What follows belongs to an exercise in optimizing a design on an open flow for small area; a production flow would make more cautious choices.
Function was checked by simulation only, so behaviour that the tests miss may differ from the original.
Power is estimated from default activity; no workload was simulated.

--- flow/run.sh ---
#!/bin/bash
# Own layout flow: the standard flow, with a synthesis script that maps
# the counter bit pairs by hand (cells.v) and the rest with an area-only abc
# script, smaller port buffers. Each tool's output goes to its own log here.
set -uo pipefail
F=$PWD/flow
export MY_ABC_SCRIPT=$F/abc.script
export MY_CELLS_V=$F/cells.v
bash standard.sh SYNTH_SCRIPT=$F/my_synth.tcl "SYNTH_BLACKBOXES=abacus_cpair abacus_cla_t abacus_cla_n abacus_cla_0 abacus_ctl abacus_rd_t abacus_rd_t0 abacus_rd_n abacus_rd_n0" \
  "BUFFER_PORTS_ARGS=-buffer_cell sky130_fd_sc_hd__buf_1" \
  "CTS_ARGS=-sink_clustering_enable -repair_clock_nets -dont_use_dummy_load -buf_list sky130_fd_sc_hd__clkbuf_8 -sink_clustering_size 16 -sink_clustering_max_diameter 60" \
  finish > flow_make.log 2>&1
st=$?
exit $st
--- flow/abc.script ---
&get -n
&st
&dch
&nf -a -R 1000
&put
--- flow/cells.v ---
// Cell-level implementation of abacus_cpair (see rtl/abacus_counter.sv),
// swapped in by my_synth.tcl for the blackboxed RTL module.
module abacus_cpair (c_i, q_e, n_o, we_i, nwe_i, nw_e, w_o, d_e, dn_o, c_o);
  input c_i, q_e, n_o, we_i, nwe_i, nw_e, w_o;
  output d_e, dn_o, c_o;
  wire nc_o, xs_e, s_o;
  sky130_fd_sc_hd__nand2_1 u_nc (.A(c_i), .B(q_e), .Y(nc_o));
  sky130_fd_sc_hd__o21ai_1 u_xs (.A1(q_e), .A2(c_i), .B1(nc_o), .Y(xs_e));
  sky130_fd_sc_hd__o22ai_1 u_de (.A1(nwe_i), .A2(nw_e), .B1(we_i), .B2(xs_e), .Y(d_e));
  sky130_fd_sc_hd__nor2_1  u_co (.A(nc_o), .B(n_o), .Y(c_o));
  sky130_fd_sc_hd__a21oi_1 u_so (.A1(n_o), .A2(nc_o), .B1(c_o), .Y(s_o));
  sky130_fd_sc_hd__o22ai_1 u_do (.A1(nwe_i), .A2(w_o), .B1(we_i), .B2(s_o), .Y(dn_o));
endmodule

// Cell-level implementations of the carry lookahead modules.
module abacus_cla_t (p_i, bump_i, q_e, n_o, c_o, np_o);
  input p_i, bump_i;
  input [3:0] q_e, n_o;
  output c_o, np_o;
  wire ne, ao;
  sky130_fd_sc_hd__nand4_1  u_ne (.A(q_e[0]), .B(q_e[1]), .C(q_e[2]), .D(q_e[3]), .Y(ne));
  sky130_fd_sc_hd__nor4_1   u_ao (.A(n_o[0]), .B(n_o[1]), .C(n_o[2]), .D(n_o[3]), .Y(ao));
  sky130_fd_sc_hd__nand3b_1 u_np (.A_N(ne), .B(p_i), .C(ao), .Y(np_o));
  sky130_fd_sc_hd__and2_1   u_co (.A(bump_i), .B(p_i), .X(c_o));
endmodule

module abacus_cla_n (np_i, nbump_i, q_e, n_o, c_o, p_o);
  input np_i, nbump_i;
  input [3:0] q_e, n_o;
  output c_o, p_o;
  wire ne, ao;
  sky130_fd_sc_hd__nand4_1  u_ne (.A(q_e[0]), .B(q_e[1]), .C(q_e[2]), .D(q_e[3]), .Y(ne));
  sky130_fd_sc_hd__nor4_1   u_ao (.A(n_o[0]), .B(n_o[1]), .C(n_o[2]), .D(n_o[3]), .Y(ao));
  sky130_fd_sc_hd__nor3b_1  u_po (.A(np_i), .B(ne), .C_N(ao), .Y(p_o));
  sky130_fd_sc_hd__nor2_1   u_co (.A(nbump_i), .B(np_i), .Y(c_o));
endmodule

module abacus_cla_0 (q_e, n_o, p_o);
  input [3:0] q_e, n_o;
  output p_o;
  wire ne, ao;
  sky130_fd_sc_hd__nand4_1  u_ne (.A(q_e[0]), .B(q_e[1]), .C(q_e[2]), .D(q_e[3]), .Y(ne));
  sky130_fd_sc_hd__nor4_1   u_ao (.A(n_o[0]), .B(n_o[1]), .C(n_o[2]), .D(n_o[3]), .Y(ao));
  sky130_fd_sc_hd__nor2b_1  u_po (.A(ne), .B_N(ao), .Y(p_o));
endmodule

// Cell-level implementation of abacus_ctl.
module abacus_ctl (en_i, ev_i, rqw_i, clrsel_i, clr_i, idx0_i, nidx0_i, lit_i, sel_i, bump_o, nbump_o, we_o, nwe_o);
  input en_i, ev_i, rqw_i, clrsel_i, clr_i, idx0_i, nidx0_i;
  input [3:0] lit_i, sel_i;
  output bump_o, nbump_o;
  output [7:0] we_o, nwe_o;
  wire ks, nwk, wl, wh, nwr;
  sky130_fd_sc_hd__and4_1  u_ks  (.A(lit_i[0]), .B(lit_i[1]), .C(lit_i[2]), .D(lit_i[3]), .X(ks));
  sky130_fd_sc_hd__nand2_1 u_nwk (.A(rqw_i), .B(ks), .Y(nwk));
  sky130_fd_sc_hd__nor2_1  u_wl  (.A(nwk), .B(idx0_i), .Y(wl));
  sky130_fd_sc_hd__nor2_1  u_wh  (.A(nwk), .B(nidx0_i), .Y(wh));
  sky130_fd_sc_hd__a21o_1  u_we0 (.A1(wl), .A2(sel_i[0]), .B1(clr_i), .X(we_o[0]));
  sky130_fd_sc_hd__a21o_1  u_we1 (.A1(wl), .A2(sel_i[1]), .B1(clr_i), .X(we_o[1]));
  sky130_fd_sc_hd__a21o_1  u_we2 (.A1(wl), .A2(sel_i[2]), .B1(clr_i), .X(we_o[2]));
  sky130_fd_sc_hd__a21o_1  u_we3 (.A1(wl), .A2(sel_i[3]), .B1(clr_i), .X(we_o[3]));
  sky130_fd_sc_hd__a21o_1  u_we4 (.A1(wh), .A2(sel_i[0]), .B1(clr_i), .X(we_o[4]));
  sky130_fd_sc_hd__a21o_1  u_we5 (.A1(wh), .A2(sel_i[1]), .B1(clr_i), .X(we_o[5]));
  sky130_fd_sc_hd__a21o_1  u_we6 (.A1(wh), .A2(sel_i[2]), .B1(clr_i), .X(we_o[6]));
  sky130_fd_sc_hd__a21o_1  u_we7 (.A1(wh), .A2(sel_i[3]), .B1(clr_i), .X(we_o[7]));
  sky130_fd_sc_hd__a21oi_1 u_nw0 (.A1(wl), .A2(sel_i[0]), .B1(clr_i), .Y(nwe_o[0]));
  sky130_fd_sc_hd__a21oi_1 u_nw1 (.A1(wl), .A2(sel_i[1]), .B1(clr_i), .Y(nwe_o[1]));
  sky130_fd_sc_hd__a21oi_1 u_nw2 (.A1(wl), .A2(sel_i[2]), .B1(clr_i), .Y(nwe_o[2]));
  sky130_fd_sc_hd__a21oi_1 u_nw3 (.A1(wl), .A2(sel_i[3]), .B1(clr_i), .Y(nwe_o[3]));
  sky130_fd_sc_hd__a21oi_1 u_nw4 (.A1(wh), .A2(sel_i[0]), .B1(clr_i), .Y(nwe_o[4]));
  sky130_fd_sc_hd__a21oi_1 u_nw5 (.A1(wh), .A2(sel_i[1]), .B1(clr_i), .Y(nwe_o[5]));
  sky130_fd_sc_hd__a21oi_1 u_nw6 (.A1(wh), .A2(sel_i[2]), .B1(clr_i), .Y(nwe_o[6]));
  sky130_fd_sc_hd__a21oi_1 u_nw7 (.A1(wh), .A2(sel_i[3]), .B1(clr_i), .Y(nwe_o[7]));
  sky130_fd_sc_hd__o21ai_1 u_nwr (.A1(ks), .A2(clrsel_i), .B1(rqw_i), .Y(nwr));
  sky130_fd_sc_hd__and3_1  u_bp  (.A(en_i), .B(ev_i), .C(nwr), .X(bump_o));
  sky130_fd_sc_hd__nand3_1 u_nbp (.A(en_i), .B(ev_i), .C(nwr), .Y(nbump_o));
endmodule

// Cell-level implementations of the read-path slices (rtl/abacus_wb_counters.sv).
module abacus_rd_t (lo_i, hi_i, ksl_i, ks_i, shi_i, ssh_i, hold_i, misc_i, sh_i, dat_i, dat_d, hi_o);
  input [6:0] lo_i, hi_i, ksl_i, ks_i;
  input shi_i, ssh_i, hold_i, misc_i, sh_i, dat_i;
  output dat_d, hi_o;
  wire na, nb, nc, nd, ha, hb, hc;
  sky130_fd_sc_hd__a222oi_1 u_ha (.A1(ks_i[0]), .A2(hi_i[0]), .B1(ks_i[1]), .B2(hi_i[1]), .C1(ks_i[2]), .C2(hi_i[2]), .Y(ha));
  sky130_fd_sc_hd__a222oi_1 u_hb (.A1(ks_i[3]), .A2(hi_i[3]), .B1(ks_i[4]), .B2(hi_i[4]), .C1(ks_i[5]), .C2(hi_i[5]), .Y(hb));
  sky130_fd_sc_hd__nand2_1  u_hc (.A(ks_i[6]), .B(hi_i[6]), .Y(hc));
  sky130_fd_sc_hd__nand3_1  u_hs (.A(ha), .B(hb), .C(hc), .Y(hi_o));
  sky130_fd_sc_hd__a222oi_1 u_na (.A1(ksl_i[0]), .A2(lo_i[0]), .B1(ksl_i[1]), .B2(lo_i[1]), .C1(ksl_i[2]), .C2(lo_i[2]), .Y(na));
  sky130_fd_sc_hd__a222oi_1 u_nb (.A1(ksl_i[3]), .A2(lo_i[3]), .B1(ksl_i[4]), .B2(lo_i[4]), .C1(ksl_i[5]), .C2(lo_i[5]), .Y(nb));
  sky130_fd_sc_hd__a222oi_1 u_nc (.A1(ksl_i[6]), .A2(lo_i[6]), .B1(shi_i), .B2(hi_o), .C1(ssh_i), .C2(sh_i), .Y(nc));
  sky130_fd_sc_hd__a21oi_1  u_nd (.A1(hold_i), .A2(dat_i), .B1(misc_i), .Y(nd));
  sky130_fd_sc_hd__nand4_1  u_dd (.A(na), .B(nb), .C(nc), .D(nd), .Y(dat_d));
endmodule

module abacus_rd_t0 (lo_i, hi_i, ksl_i, ks_i, shi_i, ssh_i, hold_i, sh_i, dat_i, dat_d, hi_o);
  input [6:0] lo_i, hi_i, ksl_i, ks_i;
  input shi_i, ssh_i, hold_i, sh_i, dat_i;
  output dat_d, hi_o;
  wire na, nb, nc, nd, ha, hb, hc;
  sky130_fd_sc_hd__a222oi_1 u_ha (.A1(ks_i[0]), .A2(hi_i[0]), .B1(ks_i[1]), .B2(hi_i[1]), .C1(ks_i[2]), .C2(hi_i[2]), .Y(ha));
  sky130_fd_sc_hd__a222oi_1 u_hb (.A1(ks_i[3]), .A2(hi_i[3]), .B1(ks_i[4]), .B2(hi_i[4]), .C1(ks_i[5]), .C2(hi_i[5]), .Y(hb));
  sky130_fd_sc_hd__nand2_1  u_hc (.A(ks_i[6]), .B(hi_i[6]), .Y(hc));
  sky130_fd_sc_hd__nand3_1  u_hs (.A(ha), .B(hb), .C(hc), .Y(hi_o));
  sky130_fd_sc_hd__a222oi_1 u_na (.A1(ksl_i[0]), .A2(lo_i[0]), .B1(ksl_i[1]), .B2(lo_i[1]), .C1(ksl_i[2]), .C2(lo_i[2]), .Y(na));
  sky130_fd_sc_hd__a222oi_1 u_nb (.A1(ksl_i[3]), .A2(lo_i[3]), .B1(ksl_i[4]), .B2(lo_i[4]), .C1(ksl_i[5]), .C2(lo_i[5]), .Y(nb));
  sky130_fd_sc_hd__a222oi_1 u_nc (.A1(ksl_i[6]), .A2(lo_i[6]), .B1(shi_i), .B2(hi_o), .C1(ssh_i), .C2(sh_i), .Y(nc));
  sky130_fd_sc_hd__nand2_1  u_nd (.A(hold_i), .B(dat_i), .Y(nd));
  sky130_fd_sc_hd__nand4_1  u_dd (.A(na), .B(nb), .C(nc), .D(nd), .Y(dat_d));
endmodule

module abacus_rd_n (nlo_i, nhi_i, nksl_i, nks_i, shi_i, ssh_i, hold_i, nmisc_i, sh_i, dat_i, dat_d, hi_o);
  input [6:0] nlo_i, nhi_i, nksl_i, nks_i;
  input shi_i, ssh_i, hold_i, nmisc_i, sh_i, dat_i;
  output dat_d, hi_o;
  wire p01, p23, p45, p6, h01, h23, h45, h6, r, q;
  sky130_fd_sc_hd__o22ai_1 u_h01 (.A1(nks_i[0]), .A2(nhi_i[0]), .B1(nks_i[1]), .B2(nhi_i[1]), .Y(h01));
  sky130_fd_sc_hd__o22ai_1 u_h23 (.A1(nks_i[2]), .A2(nhi_i[2]), .B1(nks_i[3]), .B2(nhi_i[3]), .Y(h23));
  sky130_fd_sc_hd__o22ai_1 u_h45 (.A1(nks_i[4]), .A2(nhi_i[4]), .B1(nks_i[5]), .B2(nhi_i[5]), .Y(h45));
  sky130_fd_sc_hd__nor2_1  u_h6  (.A(nks_i[6]), .B(nhi_i[6]), .Y(h6));
  sky130_fd_sc_hd__or4_1   u_hs  (.A(h01), .B(h23), .C(h45), .D(h6), .X(hi_o));
  sky130_fd_sc_hd__o22ai_1 u_p01 (.A1(nksl_i[0]), .A2(nlo_i[0]), .B1(nksl_i[1]), .B2(nlo_i[1]), .Y(p01));
  sky130_fd_sc_hd__o22ai_1 u_p23 (.A1(nksl_i[2]), .A2(nlo_i[2]), .B1(nksl_i[3]), .B2(nlo_i[3]), .Y(p23));
  sky130_fd_sc_hd__o22ai_1 u_p45 (.A1(nksl_i[4]), .A2(nlo_i[4]), .B1(nksl_i[5]), .B2(nlo_i[5]), .Y(p45));
  sky130_fd_sc_hd__nor2_1  u_p6  (.A(nksl_i[6]), .B(nlo_i[6]), .Y(p6));
  sky130_fd_sc_hd__nor4_1  u_r   (.A(p01), .B(p23), .C(p45), .D(p6), .Y(r));
  sky130_fd_sc_hd__a222oi_1 u_q  (.A1(shi_i), .A2(hi_o), .B1(ssh_i), .B2(sh_i), .C1(hold_i), .C2(dat_i), .Y(q));
  sky130_fd_sc_hd__nand3_1 u_dd  (.A(r), .B(q), .C(nmisc_i), .Y(dat_d));
endmodule

module abacus_rd_n0 (nlo_i, nhi_i, nksl_i, nks_i, shi_i, ssh_i, hold_i, sh_i, dat_i, dat_d, hi_o);
  input [6:0] nlo_i, nhi_i, nksl_i, nks_i;
  input shi_i, ssh_i, hold_i, sh_i, dat_i;
  output dat_d, hi_o;
  wire p01, p23, p45, p6, h01, h23, h45, h6, r, q;
  sky130_fd_sc_hd__o22ai_1 u_h01 (.A1(nks_i[0]), .A2(nhi_i[0]), .B1(nks_i[1]), .B2(nhi_i[1]), .Y(h01));
  sky130_fd_sc_hd__o22ai_1 u_h23 (.A1(nks_i[2]), .A2(nhi_i[2]), .B1(nks_i[3]), .B2(nhi_i[3]), .Y(h23));
  sky130_fd_sc_hd__o22ai_1 u_h45 (.A1(nks_i[4]), .A2(nhi_i[4]), .B1(nks_i[5]), .B2(nhi_i[5]), .Y(h45));
  sky130_fd_sc_hd__nor2_1  u_h6  (.A(nks_i[6]), .B(nhi_i[6]), .Y(h6));
  sky130_fd_sc_hd__or4_1   u_hs  (.A(h01), .B(h23), .C(h45), .D(h6), .X(hi_o));
  sky130_fd_sc_hd__o22ai_1 u_p01 (.A1(nksl_i[0]), .A2(nlo_i[0]), .B1(nksl_i[1]), .B2(nlo_i[1]), .Y(p01));
  sky130_fd_sc_hd__o22ai_1 u_p23 (.A1(nksl_i[2]), .A2(nlo_i[2]), .B1(nksl_i[3]), .B2(nlo_i[3]), .Y(p23));
  sky130_fd_sc_hd__o22ai_1 u_p45 (.A1(nksl_i[4]), .A2(nlo_i[4]), .B1(nksl_i[5]), .B2(nlo_i[5]), .Y(p45));
  sky130_fd_sc_hd__nor2_1  u_p6  (.A(nksl_i[6]), .B(nlo_i[6]), .Y(p6));
  sky130_fd_sc_hd__nor4_1  u_r   (.A(p01), .B(p23), .C(p45), .D(p6), .Y(r));
  sky130_fd_sc_hd__a222oi_1 u_q  (.A1(shi_i), .A2(hi_o), .B1(ssh_i), .B2(sh_i), .C1(hold_i), .C2(dat_i), .Y(q));
  sky130_fd_sc_hd__nand2_1 u_dd  (.A(r), .B(q), .Y(dat_d));
endmodule
--- flow/my_synth.tcl ---
# The standard flow's synthesis (synth_recipe.tcl), with two changes: abc runs an
# area-only mapping script, and the modules named in SYNTH_BLACKBOXES are
# replaced by the cell-level versions in cells.v before flattening.
proc synth {args} { yosys synth -nofsm -noshare {*}$args }
proc abc {args} {
  set i [lsearch -exact $args -script]
  if { $i >= 0 } { lset args [expr { $i + 1 }] $::env(MY_ABC_SCRIPT) }
  yosys abc {*}$args
}
source $::env(SCRIPTS_DIR)/synth.tcl
foreach m $::env(SYNTH_BLACKBOXES) { delete $m }
read_verilog $::env(MY_CELLS_V)
hierarchy -check -top $::env(DESIGN_NAME)
tee -o $::env(REPORTS_DIR)/synth_stat_cells.txt stat {*}$lib_args
# left out here: clear keep_hierarchy, flatten, clean up, hide names made inside functions
tee -o $::env(REPORTS_DIR)/synth_stat_flat.txt stat {*}$lib_args
# left out here: write 1_2_yosys.v
--- standard.sh ---
#!/bin/bash
# synth_recipe.tcl (not shown) runs the flow's synth.tcl, then flattens the netlist and writes it again
# the make line also repeats each setting of config.mk as NAME=value (left out here)
make -C /OpenROAD-flow-scripts/flow DESIGN_CONFIG=/design/flow/config.mk WORK_HOME=/design/flow/orfs CLKGATE_MAP_FILE= SYNTH_SCRIPT=/design/flow/synth_recipe.tcl "${@:-finish}"
--- config.mk ---
export PLATFORM = sky130hd
export DESIGN_NAME = abacus_wb_counters
export DESIGN_NICKNAME = abacus_wb_counters
export VERILOG_FILES = /design/flow/design.v
export SDC_FILE = /design/flow/constraint.sdc
export NUM_CORES = 4
export LEC_CHECK = 0
export ABC_AREA = 1
export CAP_MARGIN = 20
export CORE_MARGIN = 2
export CORE_UTILIZATION = 60
export PLACE_DENSITY = 0.75
export SETUP_SLACK_MARGIN = 0.2
export SLEW_MARGIN = 20
--- constraint.sdc ---
create_clock -name core_clock -period 4.5 [get_ports {clk}]
set_input_delay 0.9000 -clock core_clock [delete_from_list [all_inputs] [get_ports {clk}]]
set_output_delay 0.9000 -clock core_clock [all_outputs]
set_load 0.01 [all_outputs]
--- design.v ---
package abacus_pkg;
  localparam int NUM_EVENTS = 7;
  localparam logic [4:0] REG_CTRL      = 5'd0;
  localparam logic [4:0] REG_STATUS    = 5'd1;
  localparam logic [4:0] REG_ID        = 5'd2;
  localparam logic [4:0] REG_CNT_FIRST = 5'd4;    
  localparam logic [4:0] REG_CNT_LAST  = 5'd17;   
  localparam int CTRL_EN_BIT  = 0;
  localparam int CTRL_CLR_BIT = 1;
  localparam int CTRL_FRZ_BIT = 2;
  typedef enum logic [2:0] {
    EV_INSN_ISSUED = 3'd0,
    EV_IC_REQ      = 3'd1,
    EV_IC_MISS     = 3'd2,
    EV_IC_FILL     = 3'd3,
    EV_DC_REQ      = 3'd4,
    EV_DC_HIT      = 3'd5,
    EV_DC_FILL     = 3'd6
  } event_e;
endpackage
module abacus_cpair (
  input  logic c_i,
  input  logic q_e,      
  input  logic n_o,      
  input  logic we_i,
  input  logic nwe_i,    
  input  logic nw_e,     
  input  logic w_o,      
  output logic d_e,      
  output logic dn_o,     
  output logic c_o
);
  logic nc_o, xs_e, s_o;
  assign nc_o = ~(c_i & q_e);
  assign xs_e = ~((q_e | c_i) & nc_o);           
  assign d_e  = ~((nwe_i | nw_e) & (we_i | xs_e));
  assign c_o  = ~(nc_o | n_o);
  assign s_o  = ~((n_o & nc_o) | c_o);           
  assign dn_o = ~((nwe_i | w_o) & (we_i | s_o));
endmodule
module abacus_cla_t (
  input  logic       p_i,
  input  logic       bump_i,
  input  logic [3:0] q_e,      
  input  logic [3:0] n_o,      
  output logic       c_o,
  output logic       np_o
);
  assign np_o = ~(p_i & (&q_e) & ~(|n_o));
  assign c_o  = bump_i & p_i;
endmodule
module abacus_cla_n (
  input  logic       np_i,
  input  logic       nbump_i,  
  input  logic [3:0] q_e,
  input  logic [3:0] n_o,
  output logic       c_o,
  output logic       p_o
);
  assign p_o = ~np_i & (&q_e) & ~(|n_o);
  assign c_o = ~(nbump_i | np_i);
endmodule
module abacus_cla_0 (
  input  logic [3:0] q_e,
  input  logic [3:0] n_o,
  output logic       p_o
);
  assign p_o = (&q_e) & ~(|n_o);
endmodule
module abacus_counter #(
  parameter int W = 64
) (
  input  logic         clk,
  input  logic         rst,
  input  logic         bump_i,      
  input  logic         nbump_i,     
  input  logic [7:0]   we_i,        
  input  logic [7:0]   nwe_i,       
  input  logic [31:0]  w_i,         
  input  logic [31:0]  nw_i,        
  output logic [W-1:0] raw_o,       
  output logic         wrap_o
);
  localparam int G  = 8;
  localparam int NG = W / G;
  logic [W-1:0]  st_q, st_d;      
  logic [NG-1:1] pre;            
  logic [W/2:0]  cp;             
  assign cp[0] = bump_i;
  abacus_cla_0 u_la0 (
    .q_e ({st_q[6], st_q[4], st_q[2], st_q[0]}),
    .n_o ({st_q[7], st_q[5], st_q[3], st_q[1]}),
    .p_o (pre[1])
  );
  for (genvar j = 1; j < NG-1; j++) begin : g_grp
    if (j % 2 == 1) begin : g_t
      abacus_cla_t u_la (
        .p_i    (pre[j]),
        .bump_i (bump_i),
        .q_e    ({st_q[G*j+6], st_q[G*j+4], st_q[G*j+2], st_q[G*j]}),
        .n_o    ({st_q[G*j+7], st_q[G*j+5], st_q[G*j+3], st_q[G*j+1]}),
        .c_o    (cp[G/2*j]),
        .np_o   (pre[j+1])
      );
    end else begin : g_n
      abacus_cla_n u_la (
        .np_i    (pre[j]),
        .nbump_i (nbump_i),
        .q_e     ({st_q[G*j+6], st_q[G*j+4], st_q[G*j+2], st_q[G*j]}),
        .n_o     ({st_q[G*j+7], st_q[G*j+5], st_q[G*j+3], st_q[G*j+1]}),
        .c_o     (cp[G/2*j]),
        .p_o     (pre[j+1])
      );
    end
  end
  assign cp[G/2*(NG-1)] = bump_i & pre[NG-1];
  assign wrap_o = cp[W/2];
  for (genvar p = 0; p < W/2; p++) begin : g_p
    logic c_nxt;
    abacus_cpair u_p (
      .c_i   (cp[p]),
      .q_e   (st_q[2*p]),
      .n_o   (st_q[2*p+1]),
      .we_i  (we_i[p/4]),
      .nwe_i (nwe_i[p/4]),
      .nw_e  (nw_i[(2*p) % 32]),
      .w_o   (w_i[(2*p+1) % 32]),
      .d_e   (st_d[2*p]),
      .dn_o  (st_d[2*p+1]),
      .c_o   (c_nxt)
    );
    if (p % (G/2) != G/2-1 || p == W/2-1) begin : g_c
      assign cp[p+1] = c_nxt;
    end
  end
  for (genvar i = 0; i < W; i++) begin : g_ff
    if (i % 2 == 0) begin : g_t
      always_ff @(posedge clk or posedge rst)
        if (rst) st_q[i] <= 1'b0;
        else     st_q[i] <= st_d[i];
    end else begin : g_n
      always_ff @(posedge clk or posedge rst)
        if (rst) st_q[i] <= 1'b1;
        else     st_q[i] <= st_d[i];
    end
  end
  assign raw_o = st_q;
endmodule
module abacus_ctl (
  input  logic       en_i,       
  input  logic       ev_i,
  input  logic       rqw_i,      
  input  logic       clrsel_i,   
  input  logic       clr_i,      
  input  logic       idx0_i,     
  input  logic       nidx0_i,    
  input  logic [3:0] lit_i,      
  input  logic [3:0] sel_i,      
  output logic       bump_o,
  output logic       nbump_o,
  output logic [7:0] we_o,       
  output logic [7:0] nwe_o
);
  logic ks, nwk, wl, wh, nwr;
  assign ks     = &lit_i;
  assign nwk    = ~(rqw_i & ks);
  assign wl     = ~(nwk | idx0_i);
  assign wh     = ~(nwk | nidx0_i);
  assign we_o   = {8{clr_i}} | {{4{wh}} & sel_i, {4{wl}} & sel_i};
  assign nwe_o  = ~we_o;
  assign nwr    = ~((ks | clrsel_i) & rqw_i);
  assign bump_o  = en_i & ev_i & nwr;
  assign nbump_o = ~(en_i & ev_i & nwr);
endmodule
module abacus_rd_t (
  input  logic [6:0] lo_i,     
  input  logic [6:0] hi_i,     
  input  logic [6:0] ksl_i,    
  input  logic [6:0] ks_i,     
  input  logic       shi_i,    
  input  logic       ssh_i,    
  input  logic       hold_i,   
  input  logic       misc_i,
  input  logic       sh_i,
  input  logic       dat_i,
  output logic       dat_d,
  output logic       hi_o      
);
  assign hi_o   = |(ks_i & hi_i);
  assign dat_d  = (|(ksl_i & lo_i)) | (shi_i & hi_o) | (ssh_i & sh_i) | (hold_i & dat_i) | misc_i;
endmodule
module abacus_rd_n (
  input  logic [6:0] nlo_i,
  input  logic [6:0] nhi_i,
  input  logic [6:0] nksl_i,
  input  logic [6:0] nks_i,
  input  logic       shi_i,
  input  logic       ssh_i,
  input  logic       hold_i,
  input  logic       nmisc_i,
  input  logic       sh_i,
  input  logic       dat_i,
  output logic       dat_d,
  output logic       hi_o      
);
  assign hi_o   = |(~nks_i & ~nhi_i);
  assign dat_d  = (|(~nksl_i & ~nlo_i)) | (shi_i & hi_o) | (ssh_i & sh_i) | (hold_i & dat_i) | ~nmisc_i;
endmodule
module abacus_rd_t0 (
  input  logic [6:0] lo_i,
  input  logic [6:0] hi_i,
  input  logic [6:0] ksl_i,
  input  logic [6:0] ks_i,
  input  logic       shi_i,
  input  logic       ssh_i,
  input  logic       hold_i,
  input  logic       sh_i,
  input  logic       dat_i,
  output logic       dat_d,
  output logic       hi_o      
);
  assign hi_o   = |(ks_i & hi_i);
  assign dat_d  = (|(ksl_i & lo_i)) | (shi_i & hi_o) | (ssh_i & sh_i) | (hold_i & dat_i);
endmodule
module abacus_rd_n0 (
  input  logic [6:0] nlo_i,
  input  logic [6:0] nhi_i,
  input  logic [6:0] nksl_i,
  input  logic [6:0] nks_i,
  input  logic       shi_i,
  input  logic       ssh_i,
  input  logic       hold_i,
  input  logic       sh_i,
  input  logic       dat_i,
  output logic       dat_d,
  output logic       hi_o      
);
  assign hi_o   = |(~nks_i & ~nhi_i);
  assign dat_d  = (|(~nksl_i & ~nlo_i)) | (shi_i & hi_o) | (ssh_i & sh_i) | (hold_i & dat_i);
endmodule
import abacus_pkg::*;
module abacus_wb_counters #(
  parameter int          COUNTER_W       = 64,
  parameter bit          ENABLE_AT_RESET = 1'b1,
  parameter logic [31:0] BLOCK_ID        = 32'hABAC0001
) (
  input  logic        clk,
  input  logic        rst,
  input  logic [29:0] wb_adr,
  input  logic [31:0] wb_dat_w,
  input  logic [3:0]  wb_sel,
  input  logic        wb_cyc,
  input  logic        wb_stb,
  input  logic        wb_we,
  output logic [31:0] wb_dat_r,
  output logic        wb_ack,
  output logic        wb_err,
  input  logic        abacus_instruction_issued,
  input  logic        abacus_icache_request,
  input  logic        abacus_icache_miss,
  input  logic        abacus_icache_line_fill_in_progress,
  input  logic        abacus_dcache_request,
  input  logic        abacus_dcache_hit,
  input  logic        abacus_dcache_line_fill_in_progress
);
  logic [NUM_EVENTS-1:0] ev;
  assign ev = {abacus_dcache_line_fill_in_progress, abacus_dcache_hit,
               abacus_dcache_request, abacus_icache_line_fill_in_progress,
               abacus_icache_miss, abacus_icache_request,
               abacus_instruction_issued};
  logic                  ack_q, err_q;
  logic [31:0]           dat_q;
  logic                  enable_q, freeze_q;
  logic [NUM_EVENTS-1:0] status_q;
  logic [2:0]            shadow_idx_q;    
  logic [31:0]           shadow_hi_q;
  logic [4:0] idx;
  logic       req, mapped, wr, rd, cnt_sel, cnt_hi;
  logic [6:0] ksel;             
  logic       ctrl_wr, status_wr, clr, cnt_en;
  assign idx     = wb_adr[4:0];
  assign req     = wb_cyc & wb_stb & ~(wb_ack | wb_err);
  assign cnt_sel = (idx >= REG_CNT_FIRST) & (idx <= REG_CNT_LAST);
  assign mapped  = (idx <= REG_ID) | cnt_sel;
  assign wr      = req & mapped & wb_we;
  assign rd      = req & mapped & ~wb_we;
  assign cnt_hi  = idx[0];
  for (genvar k = 0; k < NUM_EVENTS; k++) begin : g_ksel
    assign ksel[k] = (idx[4:1] == 4'(k + 2));
  end
  assign ctrl_wr   = wr & (idx == REG_CTRL) & wb_sel[0];
  assign status_wr = wr & (idx == REG_STATUS) & wb_sel[0];
  assign clr       = rqw & clrsel;
  assign cnt_en    = enable_q & ~freeze_q;
  logic rqw, clrsel;
  assign rqw    = req & wb_we;
  assign clrsel = (idx == REG_CTRL) & wb_sel[0] & wb_dat_w[CTRL_CLR_BIT];
  logic [31:0] wdat, nwdat;
  assign wdat  = wb_dat_w & {32{~clr}};
  assign nwdat = ~wdat;
  logic [COUNTER_W-1:0] cnt_raw [NUM_EVENTS];
  logic [NUM_EVENTS-1:0]                wrap;
  for (genvar k = 0; k < NUM_EVENTS; k++) begin : g_cnt
    logic [7:0] we_k, nwe_k;
    logic [3:0] lit_k;
    logic       bump_k, nbump_k;
    assign lit_k = ~(idx[4:1] ^ 4'(k + 2));
    abacus_ctl u_ctl (
      .en_i     (cnt_en),
      .ev_i     (ev[k]),
      .rqw_i    (rqw),
      .clrsel_i (clrsel),
      .clr_i    (clr),
      .idx0_i   (idx[0]),
      .nidx0_i  (~idx[0]),
      .lit_i    (lit_k),
      .sel_i    (wb_sel),
      .bump_o   (bump_k),
      .nbump_o  (nbump_k),
      .we_o     (we_k),
      .nwe_o    (nwe_k)
    );
    abacus_counter #(.W(COUNTER_W)) u_cnt (
      .clk     (clk),
      .rst     (rst),
      .bump_i  (bump_k),
      .nbump_i (nbump_k),
      .we_i    (we_k),
      .nwe_i   (nwe_k),
      .w_i     (wdat),
      .nw_i    (nwdat),
      .raw_o   (cnt_raw[k]),
      .wrap_o  (wrap[k])
    );
  end
  logic        shadow_hit;
  assign shadow_hit = (shadow_idx_q == idx[3:1]);
  logic [6:0]  ksl, nksl, nks;
  logic        shi, ssh, hold, shadow_ld, s_id, s_ctrl, s_stat;
  assign ksl       = {NUM_EVENTS{req & ~cnt_hi}} & ksel;
  assign nksl      = ~ksl;
  assign nks       = ~ksel;
  assign shi       = req & cnt_sel & cnt_hi & ~shadow_hit;
  assign ssh       = req & cnt_sel & cnt_hi & shadow_hit;
  assign hold      = ~req;
  assign shadow_ld = rd & cnt_sel & ~cnt_hi;
  assign s_id      = req & (idx == REG_ID);
  assign s_ctrl    = req & (idx == REG_CTRL);
  assign s_stat    = req & (idx == REG_STATUS);
  logic [31:0] misc;
  for (genvar i = 0; i < 32; i++) begin : g_misc
    if (i == CTRL_EN_BIT)
      assign misc[i] = (s_id & BLOCK_ID[i]) | (s_stat & status_q[i]) | (s_ctrl & enable_q);
    else if (i == CTRL_FRZ_BIT)
      assign misc[i] = (s_id & BLOCK_ID[i]) | (s_stat & status_q[i]) | (s_ctrl & freeze_q);
    else if (i < NUM_EVENTS)
      assign misc[i] = (s_id & BLOCK_ID[i]) | (s_stat & status_q[i]);
    else
      assign misc[i] = s_id & BLOCK_ID[i];
  end
  logic [31:0] dat_d, hi_sel;
  for (genvar i = 0; i < 32; i++) begin : g_rd
    logic [6:0] lo_b, hi_b;
    for (genvar k = 0; k < NUM_EVENTS; k++) begin : g_k
      assign lo_b[k] = cnt_raw[k][i];
      assign hi_b[k] = cnt_raw[k][i+32];
    end
    localparam bit HAS_MISC = (i < NUM_EVENTS) || BLOCK_ID[i];
    if (i % 2 == 0 && HAS_MISC) begin : g_tm
      abacus_rd_t u_rd (
        .lo_i (lo_b), .hi_i (hi_b), .ksl_i (ksl), .ks_i (ksel),
        .shi_i (shi), .ssh_i (ssh), .hold_i (hold),
        .misc_i (misc[i]), .sh_i (shadow_hi_q[i]), .dat_i (dat_q[i]),
        .dat_d (dat_d[i]), .hi_o (hi_sel[i])
      );
    end else if (i % 2 == 0) begin : g_t
      abacus_rd_t0 u_rd (
        .lo_i (lo_b), .hi_i (hi_b), .ksl_i (ksl), .ks_i (ksel),
        .shi_i (shi), .ssh_i (ssh), .hold_i (hold),
        .sh_i (shadow_hi_q[i]), .dat_i (dat_q[i]),
        .dat_d (dat_d[i]), .hi_o (hi_sel[i])
      );
    end else if (HAS_MISC) begin : g_nm
      abacus_rd_n u_rd (
        .nlo_i (lo_b), .nhi_i (hi_b), .nksl_i (nksl), .nks_i (nks),
        .shi_i (shi), .ssh_i (ssh), .hold_i (hold),
        .nmisc_i (~misc[i]), .sh_i (shadow_hi_q[i]), .dat_i (dat_q[i]),
        .dat_d (dat_d[i]), .hi_o (hi_sel[i])
      );
    end else begin : g_n
      abacus_rd_n0 u_rd (
        .nlo_i (lo_b), .nhi_i (hi_b), .nksl_i (nksl), .nks_i (nks),
        .shi_i (shi), .ssh_i (ssh), .hold_i (hold),
        .sh_i (shadow_hi_q[i]), .dat_i (dat_q[i]),
        .dat_d (dat_d[i]), .hi_o (hi_sel[i])
      );
    end
  end
  always_ff @(posedge clk or posedge rst) begin
    if (rst) begin
      ack_q        <= 1'b0;
      err_q        <= 1'b0;
      dat_q        <= '0;
      enable_q     <= ENABLE_AT_RESET;
      freeze_q     <= 1'b0;
      status_q     <= '0;
      shadow_idx_q <= 3'd1;
      shadow_hi_q  <= '0;
    end else begin
      ack_q <= req & mapped;
      err_q <= req & ~mapped;
      dat_q <= dat_d;
      if (ctrl_wr) begin
        enable_q <= wb_dat_w[CTRL_EN_BIT];
        freeze_q <= wb_dat_w[CTRL_FRZ_BIT];
      end
      status_q <= (status_q & ~({NUM_EVENTS{status_wr}} & wb_dat_w[NUM_EVENTS-1:0])) | wrap;
      if (clr)            shadow_idx_q <= 3'd1;
      else if (shadow_ld) shadow_idx_q <= idx[3:1];
      if (shadow_ld) shadow_hi_q <= hi_sel;
    end
  end
  assign wb_ack   = ack_q;
  assign wb_err   = err_q;
  assign wb_dat_r = dat_q;
  logic unused_bits;
  assign unused_bits = ^wb_adr[29:5];
endmodule
==> impl_metrics.toml, run 1 <==
[cts]
clock_tree.buffer_depth = 3
tritoncts_clock_tree = "yes"
numClockSinks = 526
ctsHoldBuffers = 0
cts_made_buffers = 45
insertion_delay_ns = 0.68
clockRootBuffer = "clkbuf_8"
clk_transition_reported_paths_ns = 0.10
htree_num_levels = 2

[setup_path]
reg2reg_to = "status_q[6]"
cp_max_fo = 4
crit_path_start = "g_cnt[6].u_cnt.st_q[7]"
cp.required_ns = 5.11
end_kind = "flip-flop"
criticalPathCategory = "reg -> reg"
critPathLaunchType = "flip-flop"
r2r_start = "g_cnt[6].u_cnt.st_q[7]"
crit_path_end = "status_q[6]"
worst-endpoint-arrival_ns = 4.89
ff2ff_setup_slack_ns = 0.22
worst_r2r_path_depth = 22

[placement]
placedCellCount = 3574
place_worst_setup_slack_ns = -0.276
gp_congestion = 1.04
number_of_buffers_inserted_by_port_buffering = 86
dp_hpwl_um = 71300
detailed_place.area_mm2 = 0.0284

[outcome]
status = "complete, no violations"

[synth]
synthesized_cell_area_mm2 = 0.0257
yosysWarnings = 12
synthesis.area_per_instance_um2 = 9.41
post_synthesis_cells = 2728
synthesis.nets = 2806

[route]
drcViolationCount = 0
detail_route.vias_per_cell = 7.36
first_drt_pass_iteration_count = 9
wire_per_inst_um = 28.4
ant_nets = 0
drt-total-wl_um = 103000
detailroute.via_count = 26744
drt-initial-drc-count = 4325

[grt]
grt_pass1_vias = 24620
grt_pass1_wl_um = 151000
grt_overflow_total = 0
grt_max_degree = 155
gr-usage-all-layers_pct = 46.0
grt_antenna_before_repair = 2

[sta]
final.min_clock_period_ns = 4.28
finalWorstSetupSlack_ns = 0.221
timing.final.crit_share_pct = 95.1
worst_pin_slew_ns = 1.26
setup_repair_after_global_routing_missed_its_margin = "yes"
max_clock_freq_mhz = 234
fin_hold_ws_ns = 0.291
timing.slew.headroom_pct = 15.5
finClkSkew_ns = 0.0463
final-max-slew-violation-count = 0
setup_viol = 0
final-hold-violation-count = 0

[die]
die_h_um = 211
core_area_mm2 = 0.0420
floorplan.initialDensity_pct = 61.0
design.die.area_mm2 = 0.0444
die_w_um = 211
pin_count = 112
floorplan.rows = 75

[power]
vdd_ir_drop_max_uv = 287
power_density_mw_per_mm2 = 317
cellLeakagePower_uw = 0.0122

[final_layout]
final_net_count = 3172
instances_no_fill = 3633
final_layout_size_suffix_gt1_share_pct = 18.7
mostFrequentLayoutCell = "o22ai_1"
post-route-util_pct = 70.0
area_growth_pct = 14.6
ff_latch_area_mm2 = 0.0134
multi_input_area_mm2 = 0.0124
layout.cell_area.non_filler_mm2 = 0.0294
layout.cells.most_common_list = "o22ai_1 (544), nand2_1 (300), dfrtp_1 (300)"
nFillCells = 3321

[run]
cap_violations = 0

[min_path]
hold_class = "in -> async"
-- through the flow --
| step | TNS, ns | power (uW) |
|---|---|---|
| 6_report | 0 | 9320 |
| 5_1_grt | 0 | 9610 |
| 4_1_cts | 0 | 9270 |
| 3_5_place_dp | -0.709 | 6840 |
| 3_3_place_gp | -0.140 | 6790 |
| 2_1_floorplan | 0 | 6280 |
-- state kept, by name, summed over array words and instances, names as in the netlist --
register / cells
ack_q: 1
dat_q: 32
enable_q: 1
err_q: 1
freeze_q: 1
g_cnt.u_cnt.st_q: 448
shadow_hi_q: 32
shadow_idx_q: 3
status_q: 7
-- worst min-delay path by stage --
stage	end	startpoint	slack (ns)	depth (start not counted)
after floorplan	status_q[4]	status_q[4]	0.44	1
after global placement	status_q[6]	status_q[6]	0.45	1
after detailed placement	status_q[6]	status_q[6]	0.47	1
after CTS	g_cnt[2].u_cnt.st_q[38]	rst	0.41	2
after global routing	g_cnt[2].u_cnt.st_q[38]	rst	0.43	2
final	g_cnt[2].u_cnt.st_q[38]	rst	0.29	2
-- area by class of cell --
type / count / area share [%]
Sequential cell: 526 / 45.7
Multi-Input combinational cell: 2179 / 42.3
Timing Repair Buffer: 319 / 7.21
Tap cell: 539 / 2.29
Clock buffer: 45 / 2.11
Inverter: 23 / 0.387
Antenna cell: 2 / 0.0170
-- what timing repair did --
item	in CTS	in global routing
resized for setup	23	62
endpoints found under the setup margin	24	35
buffers inserted	5	7
pin swaps	5	26
gates cloned	0	0
-- per-layer routing --
metal | vias up | wire, um | track usage, %
met5 | - | 0 | 0
met4 | 0 | 7910 | 31.5
met3 | 389 | 15300 | 14.5
met2 | 1935 | 42500 | 64.0
met1 | 12824 | 37600 | 61.4
li1 | 11596 | - | -
-- worst max-delay path: stages (launching register included) --
cell	delay [ns]
dfstp_2	0.40
nor4_2	0.29
nor2b_4	0.31
nand3b_1	0.22
nor3b_2	0.23
buf_4	0.18
nand3b_1	0.20
nor3b_2	0.30
buf_4	0.19
nand3b_1	0.18
nor3b_2	0.29
and2_4	0.18
buf_6	0.14
nand2_2	0.07
nor2_2	0.12
nand2_2	0.10
nor2_4	0.13
nand2_2	0.09
nor2_4	0.11
nand2_2	0.10
nor2_4	0.14
buf_4	0.15
a21o_1	0.08
-- where the power goes --
group / total (uW) / switching (uW) / internal (uW) / leakage (uW)
Sequential: 5670 / 424 / 5240 / 0.00643
Combinational: 1180 / 724 / 453 / 0.00548
Clock: 2480 / 1590 / 895 / 0.000324
Total: 9320 / 2730 / 6590 / 0.0122
==> inputs of run 2 (changes only) <==
--- a/design.v
+++ b/design.v
@@ -38,34 +38,24 @@
   assign s_o  = ~((n_o & nc_o) | c_o);           
   assign dn_o = ~((nwe_i | w_o) & (we_i | s_o));
 endmodule
-module abacus_cla_t (
-  input  logic       p_i,
-  input  logic       bump_i,
-  input  logic [3:0] q_e,      
-  input  logic [3:0] n_o,      
-  output logic       c_o,
-  output logic       np_o
+module abacus_la (
+  input  logic        bump_i,
+  input  logic        nbump_i,   
+  input  logic [27:0] q_e,
+  input  logic [27:0] n_o,
+  output logic [7:1]  c_o
 );
-  assign np_o = ~(p_i & (&q_e) & ~(|n_o));
-  assign c_o  = bump_i & p_i;
-endmodule
-module abacus_cla_n (
-  input  logic       np_i,
-  input  logic       nbump_i,  
-  input  logic [3:0] q_e,
-  input  logic [3:0] n_o,
-  output logic       c_o,
-  output logic       p_o
-);
-  assign p_o = ~np_i & (&q_e) & ~(|n_o);
-  assign c_o = ~(nbump_i | np_i);
-endmodule
-module abacus_cla_0 (
-  input  logic [3:0] q_e,
-  input  logic [3:0] n_o,
-  output logic       p_o
-);
-  assign p_o = (&q_e) & ~(|n_o);
+  logic [6:0] ones;
+  for (genvar j = 0; j < 7; j++) begin : g_o
+    assign ones[j] = (&q_e[4*j +: 4]) & ~(|n_o[4*j +: 4]);
+  end
+  for (genvar j = 1; j < 8; j++) begin : g_c
+    if (j == 1 || j == 4) begin : g_t
+      assign c_o[j] = bump_i & (&ones[j-1:0]);
+    end else begin : g_n
+      assign c_o[j] = ~(nbump_i | ~(&ones[j-1:0]));
+    end
+  end
 endmodule
 module abacus_counter #(
   parameter int W = 64
@@ -84,36 +74,24 @@
   localparam int G  = 8;
   localparam int NG = W / G;
   logic [W-1:0]  st_q, st_d;      
-  logic [NG-1:1] pre;            
   logic [W/2:0]  cp;             
-  assign cp[0] = bump_i;
-  abacus_cla_0 u_la0 (
-    .q_e ({st_q[6], st_q[4], st_q[2], st_q[0]}),
-    .n_o ({st_q[7], st_q[5], st_q[3], st_q[1]}),
-    .p_o (pre[1])
+  logic [27:0] la_e, la_o;
+  for (genvar i = 0; i < 28; i++) begin : g_la
+    assign la_e[i] = st_q[2*i];
+    assign la_o[i] = st_q[2*i+1];
+  end
+  logic [7:1] gc;
+  abacus_la u_la (
+    .bump_i  (bump_i),
+    .nbump_i (nbump_i),
+    .q_e     (la_e),
+    .n_o     (la_o),
+    .c_o     (gc)
   );
-  for (genvar j = 1; j < NG-1; j++) begin : g_grp
-    if (j % 2 == 1) begin : g_t
-      abacus_cla_t u_la (
-        .p_i    (pre[j]),
-        .bump_i (bump_i),
-        .q_e    ({st_q[G*j+6], st_q[G*j+4], st_q[G*j+2], st_q[G*j]}),
-        .n_o    ({st_q[G*j+7], st_q[G*j+5], st_q[G*j+3], st_q[G*j+1]}),
-        .c_o    (cp[G/2*j]),
-        .np_o   (pre[j+1])
-      );
-    end else begin : g_n
-      abacus_cla_n u_la (
-        .np_i    (pre[j]),
-        .nbump_i (nbump_i),
-        .q_e     ({st_q[G*j+6], st_q[G*j+4], st_q[G*j+2], st_q[G*j]}),
-        .n_o     ({st_q[G*j+7], st_q[G*j+5], st_q[G*j+3], st_q[G*j+1]}),
-        .c_o     (cp[G/2*j]),
-        .p_o     (pre[j+1])
-      );
-    end
+  assign cp[0] = bump_i;
+  for (genvar j = 1; j < NG; j++) begin : g_gc
+    assign cp[G/2*j] = gc[j];
   end
-  assign cp[G/2*(NG-1)] = bump_i & pre[NG-1];
   assign wrap_o = cp[W/2];
   for (genvar p = 0; p < W/2; p++) begin : g_p
     logic c_nxt;
@@ -238,6 +216,20 @@
   assign hi_o   = |(~nks_i & ~nhi_i);
   assign dat_d  = (|(~nksl_i & ~nlo_i)) | (shi_i & hi_o) | (ssh_i & sh_i) | (hold_i & dat_i);
 endmodule
+module abacus_sel (
+  input  logic [3:0] lit_i,    
+  input  logic       rl_i,     
+  input  logic       nrl_i,    
+  output logic       ks_o,
+  output logic       nks_o,
+  output logic       ksl_o,
+  output logic       nksl_o
+);
+  assign ks_o   = &lit_i;
+  assign nks_o  = ~(&lit_i);
+  assign ksl_o  = ~(~(&lit_i) | nrl_i);
+  assign nksl_o = ~(&lit_i) | nrl_i;
+endmodule
 import abacus_pkg::*;
 module abacus_wb_counters #(
   parameter int          COUNTER_W       = 64,
@@ -277,6 +269,8 @@
   logic [4:0] idx;
   logic       req, mapped, wr, rd, cnt_sel, cnt_hi;
   logic [6:0] ksel;             
+  logic [6:0] nks, ksl, nksl;   
+  logic       rl;               
   logic       ctrl_wr, status_wr, clr, cnt_en;
   assign idx     = wb_adr[4:0];
   assign req     = wb_cyc & wb_stb & ~(wb_ack | wb_err);
@@ -285,9 +279,7 @@
   assign wr      = req & mapped & wb_we;
   assign rd      = req & mapped & ~wb_we;
   assign cnt_hi  = idx[0];
-  for (genvar k = 0; k < NUM_EVENTS; k++) begin : g_ksel
-    assign ksel[k] = (idx[4:1] == 4'(k + 2));
-  end
+  assign rl      = req & ~cnt_hi;
   assign ctrl_wr   = wr & (idx == REG_CTRL) & wb_sel[0];
   assign status_wr = wr & (idx == REG_STATUS) & wb_sel[0];
   assign clr       = rqw & clrsel;
@@ -305,6 +297,15 @@
     logic [3:0] lit_k;
     logic       bump_k, nbump_k;
     assign lit_k = ~(idx[4:1] ^ 4'(k + 2));
+    abacus_sel u_sel (
+      .lit_i  (lit_k),
+      .rl_i   (rl),
+      .nrl_i  (~rl),
+      .ks_o   (ksel[k]),
+      .nks_o  (nks[k]),
+      .ksl_o  (ksl[k]),
+      .nksl_o (nksl[k])
+    );
     abacus_ctl u_ctl (
       .en_i     (cnt_en),
       .ev_i     (ev[k]),
@@ -335,11 +336,7 @@
   end
   logic        shadow_hit;
   assign shadow_hit = (shadow_idx_q == idx[3:1]);
-  logic [6:0]  ksl, nksl, nks;
   logic        shi, ssh, hold, shadow_ld, s_id, s_ctrl, s_stat;
-  assign ksl       = {NUM_EVENTS{req & ~cnt_hi}} & ksel;
-  assign nksl      = ~ksl;
-  assign nks       = ~ksel;
   assign shi       = req & cnt_sel & cnt_hi & ~shadow_hit;
   assign ssh       = req & cnt_sel & cnt_hi & shadow_hit;
   assign hold      = ~req;
--- a/flow/run.sh
+++ b/flow/run.sh
@@ -6,7 +6,7 @@
 F=$PWD/flow
 export MY_ABC_SCRIPT=$F/abc.script
 export MY_CELLS_V=$F/cells.v
-bash standard.sh SYNTH_SCRIPT=$F/my_synth.tcl "SYNTH_BLACKBOXES=abacus_cpair abacus_cla_t abacus_cla_n abacus_cla_0 abacus_ctl abacus_rd_t abacus_rd_t0 abacus_rd_n abacus_rd_n0" \
+bash standard.sh SYNTH_SCRIPT=$F/my_synth.tcl "SYNTH_BLACKBOXES=abacus_cpair abacus_la abacus_ctl abacus_sel abacus_rd_t abacus_rd_t0 abacus_rd_n abacus_rd_n0" \
   "BUFFER_PORTS_ARGS=-buffer_cell sky130_fd_sc_hd__buf_1" \
   "CTS_ARGS=-sink_clustering_enable -repair_clock_nets -dont_use_dummy_load -buf_list sky130_fd_sc_hd__clkbuf_8 -sink_clustering_size 16 -sink_clustering_max_diameter 60" \
   finish > flow_make.log 2>&1
--- a/flow/cells.v
+++ b/flow/cells.v
@@ -12,36 +12,32 @@
   sky130_fd_sc_hd__o22ai_1 u_do (.A1(nwe_i), .A2(w_o), .B1(we_i), .B2(s_o), .Y(dn_o));
 endmodule
 
-// Cell-level implementations of the carry lookahead modules.
-module abacus_cla_t (p_i, bump_i, q_e, n_o, c_o, np_o);
-  input p_i, bump_i;
-  input [3:0] q_e, n_o;
-  output c_o, np_o;
-  wire ne, ao;
-  sky130_fd_sc_hd__nand4_1  u_ne (.A(q_e[0]), .B(q_e[1]), .C(q_e[2]), .D(q_e[3]), .Y(ne));
-  sky130_fd_sc_hd__nor4_1   u_ao (.A(n_o[0]), .B(n_o[1]), .C(n_o[2]), .D(n_o[3]), .Y(ao));
-  sky130_fd_sc_hd__nand3b_1 u_np (.A_N(ne), .B(p_i), .C(ao), .Y(np_o));
-  sky130_fd_sc_hd__and2_1   u_co (.A(bump_i), .B(p_i), .X(c_o));
-endmodule
-
-module abacus_cla_n (np_i, nbump_i, q_e, n_o, c_o, p_o);
-  input np_i, nbump_i;
-  input [3:0] q_e, n_o;
-  output c_o, p_o;
-  wire ne, ao;
-  sky130_fd_sc_hd__nand4_1  u_ne (.A(q_e[0]), .B(q_e[1]), .C(q_e[2]), .D(q_e[3]), .Y(ne));
-  sky130_fd_sc_hd__nor4_1   u_ao (.A(n_o[0]), .B(n_o[1]), .C(n_o[2]), .D(n_o[3]), .Y(ao));
-  sky130_fd_sc_hd__nor3b_1  u_po (.A(np_i), .B(ne), .C_N(ao), .Y(p_o));
-  sky130_fd_sc_hd__nor2_1   u_co (.A(nbump_i), .B(np_i), .Y(c_o));
-endmodule
-
-module abacus_cla_0 (q_e, n_o, p_o);
-  input [3:0] q_e, n_o;
-  output p_o;
-  wire ne, ao;
-  sky130_fd_sc_hd__nand4_1  u_ne (.A(q_e[0]), .B(q_e[1]), .C(q_e[2]), .D(q_e[3]), .Y(ne));
-  sky130_fd_sc_hd__nor4_1   u_ao (.A(n_o[0]), .B(n_o[1]), .C(n_o[2]), .D(n_o[3]), .Y(ao));
-  sky130_fd_sc_hd__nor2b_1  u_po (.A(ne), .B_N(ao), .Y(p_o));
+// Cell-level implementation of abacus_la.
+module abacus_la (bump_i, nbump_i, q_e, n_o, c_o);
+  input bump_i, nbump_i;
+  input [27:0] q_e, n_o;
+  output [7:1] c_o;
+  wire [6:0] ne, no, ones;
+  wire np2, np3, p4, np5, np6, np7;
+  genvar j;
+  generate for (j = 0; j < 7; j = j + 1) begin : g_o
+    sky130_fd_sc_hd__nand4_1 u_ne (.A(q_e[4*j]), .B(q_e[4*j+1]), .C(q_e[4*j+2]), .D(q_e[4*j+3]), .Y(ne[j]));
+    sky130_fd_sc_hd__or4_1   u_no (.A(n_o[4*j]), .B(n_o[4*j+1]), .C(n_o[4*j+2]), .D(n_o[4*j+3]), .X(no[j]));
+    sky130_fd_sc_hd__nor2_1  u_on (.A(ne[j]), .B(no[j]), .Y(ones[j]));
+  end endgenerate
+  sky130_fd_sc_hd__nand2_1 u_np2 (.A(ones[0]), .B(ones[1]), .Y(np2));
+  sky130_fd_sc_hd__nand3_1 u_np3 (.A(ones[0]), .B(ones[1]), .C(ones[2]), .Y(np3));
+  sky130_fd_sc_hd__and4_1  u_p4  (.A(ones[0]), .B(ones[1]), .C(ones[2]), .D(ones[3]), .X(p4));
+  sky130_fd_sc_hd__nand2_1 u_np5 (.A(p4), .B(ones[4]), .Y(np5));
+  sky130_fd_sc_hd__nand3_1 u_np6 (.A(p4), .B(ones[4]), .C(ones[5]), .Y(np6));
+  sky130_fd_sc_hd__nand4_1 u_np7 (.A(p4), .B(ones[4]), .C(ones[5]), .D(ones[6]), .Y(np7));
+  sky130_fd_sc_hd__and2_1  u_c1  (.A(bump_i), .B(ones[0]), .X(c_o[1]));
+  sky130_fd_sc_hd__nor2_1  u_c2  (.A(nbump_i), .B(np2), .Y(c_o[2]));
+  sky130_fd_sc_hd__nor2_1  u_c3  (.A(nbump_i), .B(np3), .Y(c_o[3]));
+  sky130_fd_sc_hd__and2_1  u_c4  (.A(bump_i), .B(p4), .X(c_o[4]));
+  sky130_fd_sc_hd__nor2_1  u_c5  (.A(nbump_i), .B(np5), .Y(c_o[5]));
+  sky130_fd_sc_hd__nor2_1  u_c6  (.A(nbump_i), .B(np6), .Y(c_o[6]));
+  sky130_fd_sc_hd__nor2_1  u_c7  (.A(nbump_i), .B(np7), .Y(c_o[7]));
 endmodule
 
 // Cell-level implementation of abacus_ctl.
@@ -146,3 +142,16 @@
   sky130_fd_sc_hd__a222oi_1 u_q  (.A1(shi_i), .A2(hi_o), .B1(ssh_i), .B2(sh_i), .C1(hold_i), .C2(dat_i), .Y(q));
   sky130_fd_sc_hd__nand2_1 u_dd  (.A(r), .B(q), .Y(dat_d));
 endmodule
+
+// Cell-level implementation of abacus_sel.
+module abacus_sel (lit_i, rl_i, nrl_i, ks_o, nks_o, ksl_o, nksl_o);
+  input [3:0] lit_i;
+  input rl_i, nrl_i;
+  output ks_o, nks_o, ksl_o, nksl_o;
+  wire n1;
+  sky130_fd_sc_hd__and4_1  u_ks  (.A(lit_i[0]), .B(lit_i[1]), .C(lit_i[2]), .D(lit_i[3]), .X(ks_o));
+  sky130_fd_sc_hd__nand4_1 u_nks (.A(lit_i[0]), .B(lit_i[1]), .C(lit_i[2]), .D(lit_i[3]), .Y(nks_o));
+  sky130_fd_sc_hd__nand4_1 u_n1  (.A(lit_i[0]), .B(lit_i[1]), .C(lit_i[2]), .D(lit_i[3]), .Y(n1));
+  sky130_fd_sc_hd__nor2_1  u_ksl (.A(n1), .B(nrl_i), .Y(ksl_o));
+  sky130_fd_sc_hd__or2_1   u_nksl (.A(n1), .B(nrl_i), .X(nksl_o));
+endmodule
--- a/config.mk
+++ b/config.mk
@@ -9,6 +9,7 @@
 export CAP_MARGIN = 20
 export CORE_MARGIN = 2
 export CORE_UTILIZATION = 60
+export GPL_TIMING_DRIVEN = 0
 export PLACE_DENSITY = 0.75
-export SETUP_SLACK_MARGIN = 0.2
+export SETUP_SLACK_MARGIN = 0.1
 export SLEW_MARGIN = 20
==> run 2 against run 1 <==
Effect of this change:
- now fails the layout checks on setup timing
- clock power shrank 3%
- highest routed layer is now met5
- flip-flop and latch count is the same
- register-to-register slack is essentially flat
- global-route usage shrank 1.1 points
- clock-buffer cell count shrank 2
==> impl_metrics.toml, run 2 <==
[cts]
clk_transition_reported_paths_ns = 0.09
tritoncts_clock_tree = "yes"
insertion_delay_ns = 0.68
cts_made_buffers = 43
htree_num_levels = 2
ctsHoldBuffers = 0
clock_tree.buffer_depth = 3
setup_bufs_post_cts = 0
clockRootBuffer = "clkbuf_8"
numClockSinks = 526

[grt]
grt_max_degree = 218
grt_overflow_total = 0
grt_pass1_wl_um = 147000
gr-usage-met3_pct = 16.6
grt.met1_usage_pct = 58.3
grt_antenna_before_repair = 3
globalRoute.busiestLayer = "met2"
grt_use_met2_pct = 62.9
gr-usage-all-layers_pct = 44.8
grt_pass1_vias = 23968

[sta]
final.min_clock_period_ns = 4.52
fin_hold_ws_ns = 0.477
setup_repair_after_global_routing_missed_its_margin = "yes"
final-max-slew-violation-count = 0
timing.slew.headroom_pct = 20.9
totalNegativeSetupSlack_ns = -0.0229
final-hold-violation-count = 0
worst_pin_slew_ns = 1.18
timing.final.crit_share_pct = 101
finClkSkew_ns = 0.0784
max_clock_freq_mhz = 221
setup_viol = 1
finalWorstSetupSlack_ns = -0.0229

[die]
pin_count = 112
design.die.area_mm2 = 0.0447
floorplan.rows = 76
die_w_um = 212
die_h_um = 212
floorplan.initialDensity_pct = 60.4
core_area_mm2 = 0.0428

[min_path]
startpoint_of_the_most_critical_hold_path = "status_q[6]"
whs_path_depth = 1
hold_endpoint = "status_q[6]"
hold_class = "reg -> reg"

[final_layout]
mostFrequentLayoutCell = "o22ai_1"
final_net_count = 3025
registers.top_by_ff_count = "g_cnt.u_cnt.st_q"
final_layout_size_suffix_gt1_share_pct = 12.9
area_growth_pct = 9.49
biggestRegsByFlops = "g_cnt.u_cnt.st_q x448, dat_q x32, shadow_hi_q x32"
layout.cells.most_common_list = "o22ai_1 (544), nor2_1 (333), nand2_1 (308)"
nFillCells = 3432
largest_register_ff_count = 448

[route]
drcViolationCount = 0
detailroute.via_count = 26270
wire_per_inst_um = 28.8
ant_nets = 0
drt-initial-drc-count = 4902
drt-total-wl_um = 101000
detail_route.vias_per_cell = 7.52
first_drt_pass_iteration_count = 10

[setup_path]
reg2reg_to = "g_cnt[2].u_cnt.st_q[63]"
criticalPathCategory = "in -> reg"
worst_r2r_path_depth = 15
ff2ff_setup_slack_ns = 0.23
cp.required_ns = 5.00
path_cells = "buf_1, clkinv_1, nand2_1, or2_1, o22ai_1, nor4_1, nand3_1"
cp_max_fo = 16
r2r_start = "g_cnt[2].u_cnt.st_q[9]"
cpMaxStageDelayCell = "or2_1"
end_kind = "flip-flop"
worst-endpoint-arrival_ns = 5.02
delay_of_the_slowest_cell_on_the_worst_path_ns = 0.86
critPathLaunchType = "primary input"

[placement]
dp_hpwl_um = 70600
place_worst_setup_slack_ns = -1.04
gp_congestion = 0.997
number_of_buffers_inserted_by_port_buffering = 86

[run]
cap_violations = 0

[synth]
synthesis.nets = 2850
post_synthesis_cells = 2772
yosysWarnings = 11
synthesized_cell_area_mm2 = 0.0258
synthesis.area_per_instance_um2 = 9.32

[power]
cellLeakagePower_uw = 0.0116
vdd_ir_drop_max_uv = 259
power_density_mw_per_mm2 = 324
power_uw = 9180

[outcome]
status = "finished with violations"
layout.failed_checks = "setup timing"
run 2: changes by cell type in the layout (fill, tap and decap cells not counted), moves of 20 or more:
| cell | before | now |
|---|---|---|
| buf_4 | 227 | 3 |
| nor2_1 | 276 | 333 |
| or4_1 | 16 | 65 |
| nor4_1 | 61 | 17 |
| nand4_1 | 66 | 88 |
| nand3b_1 | 21 | 0 |
| nor3b_2 | 20 | 0 |
run 2: repair_timing:
item / in CTS / in global routing
endpoints found under the setup margin: 14 / 25
gates resized for setup: 4 / 17
gates cloned: 0 / 1
run 2: per-layer routing:
metal / vias up / part of all wire (%)
met5: - / 0.012
met2: 1910 / 41
met3: 357 / 15
met4: 2 / 7.4
li1: 11402 / -
met1: 12599 / 36
run 2: where the power goes:
part           switching (uW)  total, uW  internal, uW
Sequential                418       5660          5240
Combinational             696       1120           424
Clock                    1540       2400           856
run 2: critical path: cells and delay by family:
| family | cells | cell delay, ns |
|---|---|---|
| AND/OR/NAND/NOR | 4 | 2.48 |
| AO/OA/AOI/OAI | 1 | 0.28 |
| buffers and inverters | 2 | 1.33 |
run 2: layout make-up:
type / instances / area, um2 / area share (%)
Sequential cell: 526 / 13400 / 47.5
Tap cell: 546 / 683 / 2.41
Inverter: 9 / 66.3 / 0.234
Timing Repair inverter: 1 / 5.00 / 0.0177
Timing Repair Buffer: 129 / 976 / 3.45
Antenna cell: 1 / 2.50 / 0.00885
Multi-Input combinational cell: 2237 / 12500 / 44.3
Clock buffer: 43 / 592 / 2.09
run 2: metrics by stage:
step / cell area (um2) / utilization (%) / instances
floorplan: 25900 / - / 2772
global placement: 26900 / 62.8 / 3404
detailed placement: 27600 / 64.4 / 3442
CTS: 28100 / 65.8 / 3485
global route: 28300 / 66.1 / 3492
finish: 28300 / 66.1 / 3492
run 2: how the worst max path moves through the flow:
stage / cells after the start / slack, ns / start / endpoint
after floorplan: 1 / 0.49 / rst / ack_q
after global placement: 6 / -2.39 / wb_cyc / dat_q[0]
after detailed placement: 18 / -1.04 / wb_adr[1] / g_cnt[4].u_cnt.st_q[63]
after CTS: 16 / 0.12 / wb_adr[4] / g_cnt[2].u_cnt.st_q[63]
after global routing: 18 / 0.04 / wb_adr[1] / g_cnt[2].u_cnt.st_q[63]
final: 7 / -0.02 / wb_adr[0] / dat_q[19]
==> inputs of run 3 (changes only) <==
--- a/config.mk
+++ b/config.mk
@@ -9,7 +9,5 @@
 export CAP_MARGIN = 20
 export CORE_MARGIN = 2
 export CORE_UTILIZATION = 60
-export GPL_TIMING_DRIVEN = 0
 export PLACE_DENSITY = 0.75
-export SETUP_SLACK_MARGIN = 0.1
 export SLEW_MARGIN = 20
==> run 3 against run 2 <==
Effect of this change:
- clock power increased by 2%
- via count rose by 1.8%
- core utilization grew 0.47 points
- now clean on timing, DRC and antenna
- register-to-register slack better by 0.16 ns
- final area up 0.72%
- fmax up 9.9%
- critical path type is now reg -> reg
- sequential power is essentially flat
- clock skew rose by 0.011 ns
- clock-buffer cell count up 1
- first-iteration DRC count down 10%
==> impl_metrics.toml, run 3 <==
[die]
design.die.area_mm2 = 0.0447
floorplan.rows = 76
pin_count = 112
die_h_um = 212
floorplan.initialDensity_pct = 60.4
core_area_mm2 = 0.0428
die_w_um = 212

[final_layout]
layout.cells.most_common_list = "o22ai_1 (544), nor2_1 (363), nand2_1 (308)"
instances_no_fill = 3570
final_layout_size_suffix_gt1_share_pct = 13.1
mostFrequentLayoutCell = "o22ai_1"
biggestRegsByFlops = "g_cnt.u_cnt.st_q x448, dat_q x32, shadow_hi_q x32"
largest_register_ff_count = 448
area_growth_pct = 10.3
final_net_count = 3100
registers.top_by_ff_count = "g_cnt.u_cnt.st_q"

[cts]
setup_bufs_post_cts = 0
tritoncts_clock_tree = "yes"
clock_tree.buffer_depth = 3
clk_transition_reported_paths_ns = 0.10
htree_num_levels = 2
insertion_delay_ns = 0.70
ctsHoldBuffers = 0
clockRootBuffer = "clkbuf_8"
postCtsResizedCells = 0
cts_made_buffers = 44
numClockSinks = 526

[sta]
timing.final.crit_share_pct = 91.4
final-hold-violation-count = 0
totalNegativeSetupSlack_ns = 0
timing.slew.headroom_pct = 23.4
finClkSkew_ns = 0.0894
final-max-slew-violation-count = 0
final.min_clock_period_ns = 4.11
setup_repair_after_global_routing_missed_its_margin = "no"
max_clock_freq_mhz = 243
worst_pin_slew_ns = 1.15
setup_viol = 0

[synth]
synthesis.nets = 2850
synthesized_cell_area_mm2 = 0.0258
synthesis.area_per_instance_um2 = 9.32
post_synthesis_cells = 2772
yosysWarnings = 11

[route]
detail_route.vias_per_cell = 7.49
drcViolationCount = 0
wire_per_inst_um = 29.1
detailroute.via_count = 26753
first_drt_pass_iteration_count = 11
drt-total-wl_um = 104000
ant_nets = 0
drt-initial-drc-count = 4403

[grt]
grt_pass1_vias = 24180
gr-usage-met3_pct = 16.5
globalRoute.busiestLayer = "met2"
grt_antenna_before_repair = 5
grt_pass1_wl_um = 152000
grt_use_met2_pct = 64.8
grt_max_degree = 139
grt_overflow_total = 0
grt.met1_usage_pct = 61.0
gr-usage-all-layers_pct = 46.2

[setup_path]
path_cells = "or4_1, nor2_1, and4_1, nand4_1, nor2_1, nand2_1, nor2_1, nand2_1, nor2_1, nand2_1, nor2_1, nand2_1, nor2_1, buf_4, a21o_1"
crit_path_start = "g_cnt[2].u_cnt.st_q[9]"
cpMaxStageDelayCell = "nor2_1"
critPathMostFrequentCell = "nor2_1"
end_kind = "flip-flop"
cp.required_ns = 5.07
r2r_start = "g_cnt[2].u_cnt.st_q[9]"
delay_of_the_slowest_cell_on_the_worst_path_ns = 0.60
worst-endpoint-arrival_ns = 4.68
cp_max_fo = 4
criticalPathCategory = "reg -> reg"
critPathLaunchType = "flip-flop"

[min_path]
hold_class = "in -> async"

[outcome]
status = "complete, no violations"

[power]
cellLeakagePower_uw = 0.0119
power_density_mw_per_mm2 = 324
vdd_ir_drop_max_uv = 315

[placement]
number_of_buffers_inserted_by_port_buffering = 86
gp_congestion = 1.07
placedCellCount = 3521
dp_hpwl_um = 74000

[run]
cap_violations = 0
## run 3: cell count changes in the layout (fill, tap and decap cells not counted), moves of 13 or more
cell	change
buf_8	-13
nor2_2	-29
nor2b_2	-16
nor2_1	+30
buf_6	-18
nor2b_1	+16
buf_4	+108
## run 3: cell type report
cell class	instances	area [um2]
timing repair buffer	204	1290
sequential	526	13400
tap	546	683
clock buffer	44	606
multi-input combinational	2237	12400
fill	3562	14300
antenna	4	10.0
inverter	9	60.1
## run 3: worst max-delay path, delay by kind of cell (launching register included)
family,cells,cell delay [ns]
AND/OR/NAND/NOR,13,3.37
flip-flops,1,0.40
AO/OA/AOI/OAI,1,0.10
buffers and inverters,1,0.17
## run 3: stage by stage
| step | setup WS, ns | hold WS (ns) | area, um2 | utilization, % | total power, uW |
|---|---|---|---|---|---|
| final | 0.385 | 0.371 | 28500 | 66.6 | 9230 |
| after global routing | 0.125 | 0.409 | 28500 | 66.6 | 9550 |
| after CTS | 0.523 | 0.362 | 28500 | 66.5 | 9180 |
| after detailed placement | 0.312 | 0.461 | 27900 | 65.1 | 6810 |
| after global placement | 0.449 | 0.451 | 27900 | 65.1 | 6750 |
| after floorplan | 0.493 | 0.442 | 25900 | - | 6280 |
## run 3: layer usage
layer / up-vias / share of wire (%)
li1: 11598 / -
met1: 12648 / 36
met2: 2063 / 41
met3: 440 / 16
met4: 4 / 7.7
met5: - / 0.066
## run 3: final timing paths
| path | cells after the start | endpoint | slack (ns) |
|---|---|---|---|
| setup / recovery | 15 | status_q[2] | 0.39 |
| hold / removal | 2 | g_cnt[2].u_cnt.st_q[36] | 0.37 |
| setup reg to reg | 15 | status_q[2] | 0.39 |
| hold reg to reg | 1 | status_q[4] | 0.48 |
| max in group asynchronous | 3 | g_cnt[1].u_cnt.st_q[10] | 2.96 |
| min in group core_clock | 1 | status_q[4] | 0.48 |
## run 3: where the power goes
group | total [uW] | leakage [uW] | internal [uW] | switching [uW]
logic | 1110 | 0.00511 | 422 | 687
registers | 5680 | 0.00643 | 5240 | 437
clock network | 2450 | 0.000316 | 876 | 1570
total | 9230 | 0.0119 | 6540 | 2690

Setup slack of run 3, layout unchanged: 0.385 ns with ideal ports, 0.385 ns with driving cells assumed (clock clkbuf_16, inputs buf_2), -0.026 ns with port delays also shifted by the 0.706 ns mid clock arrival.
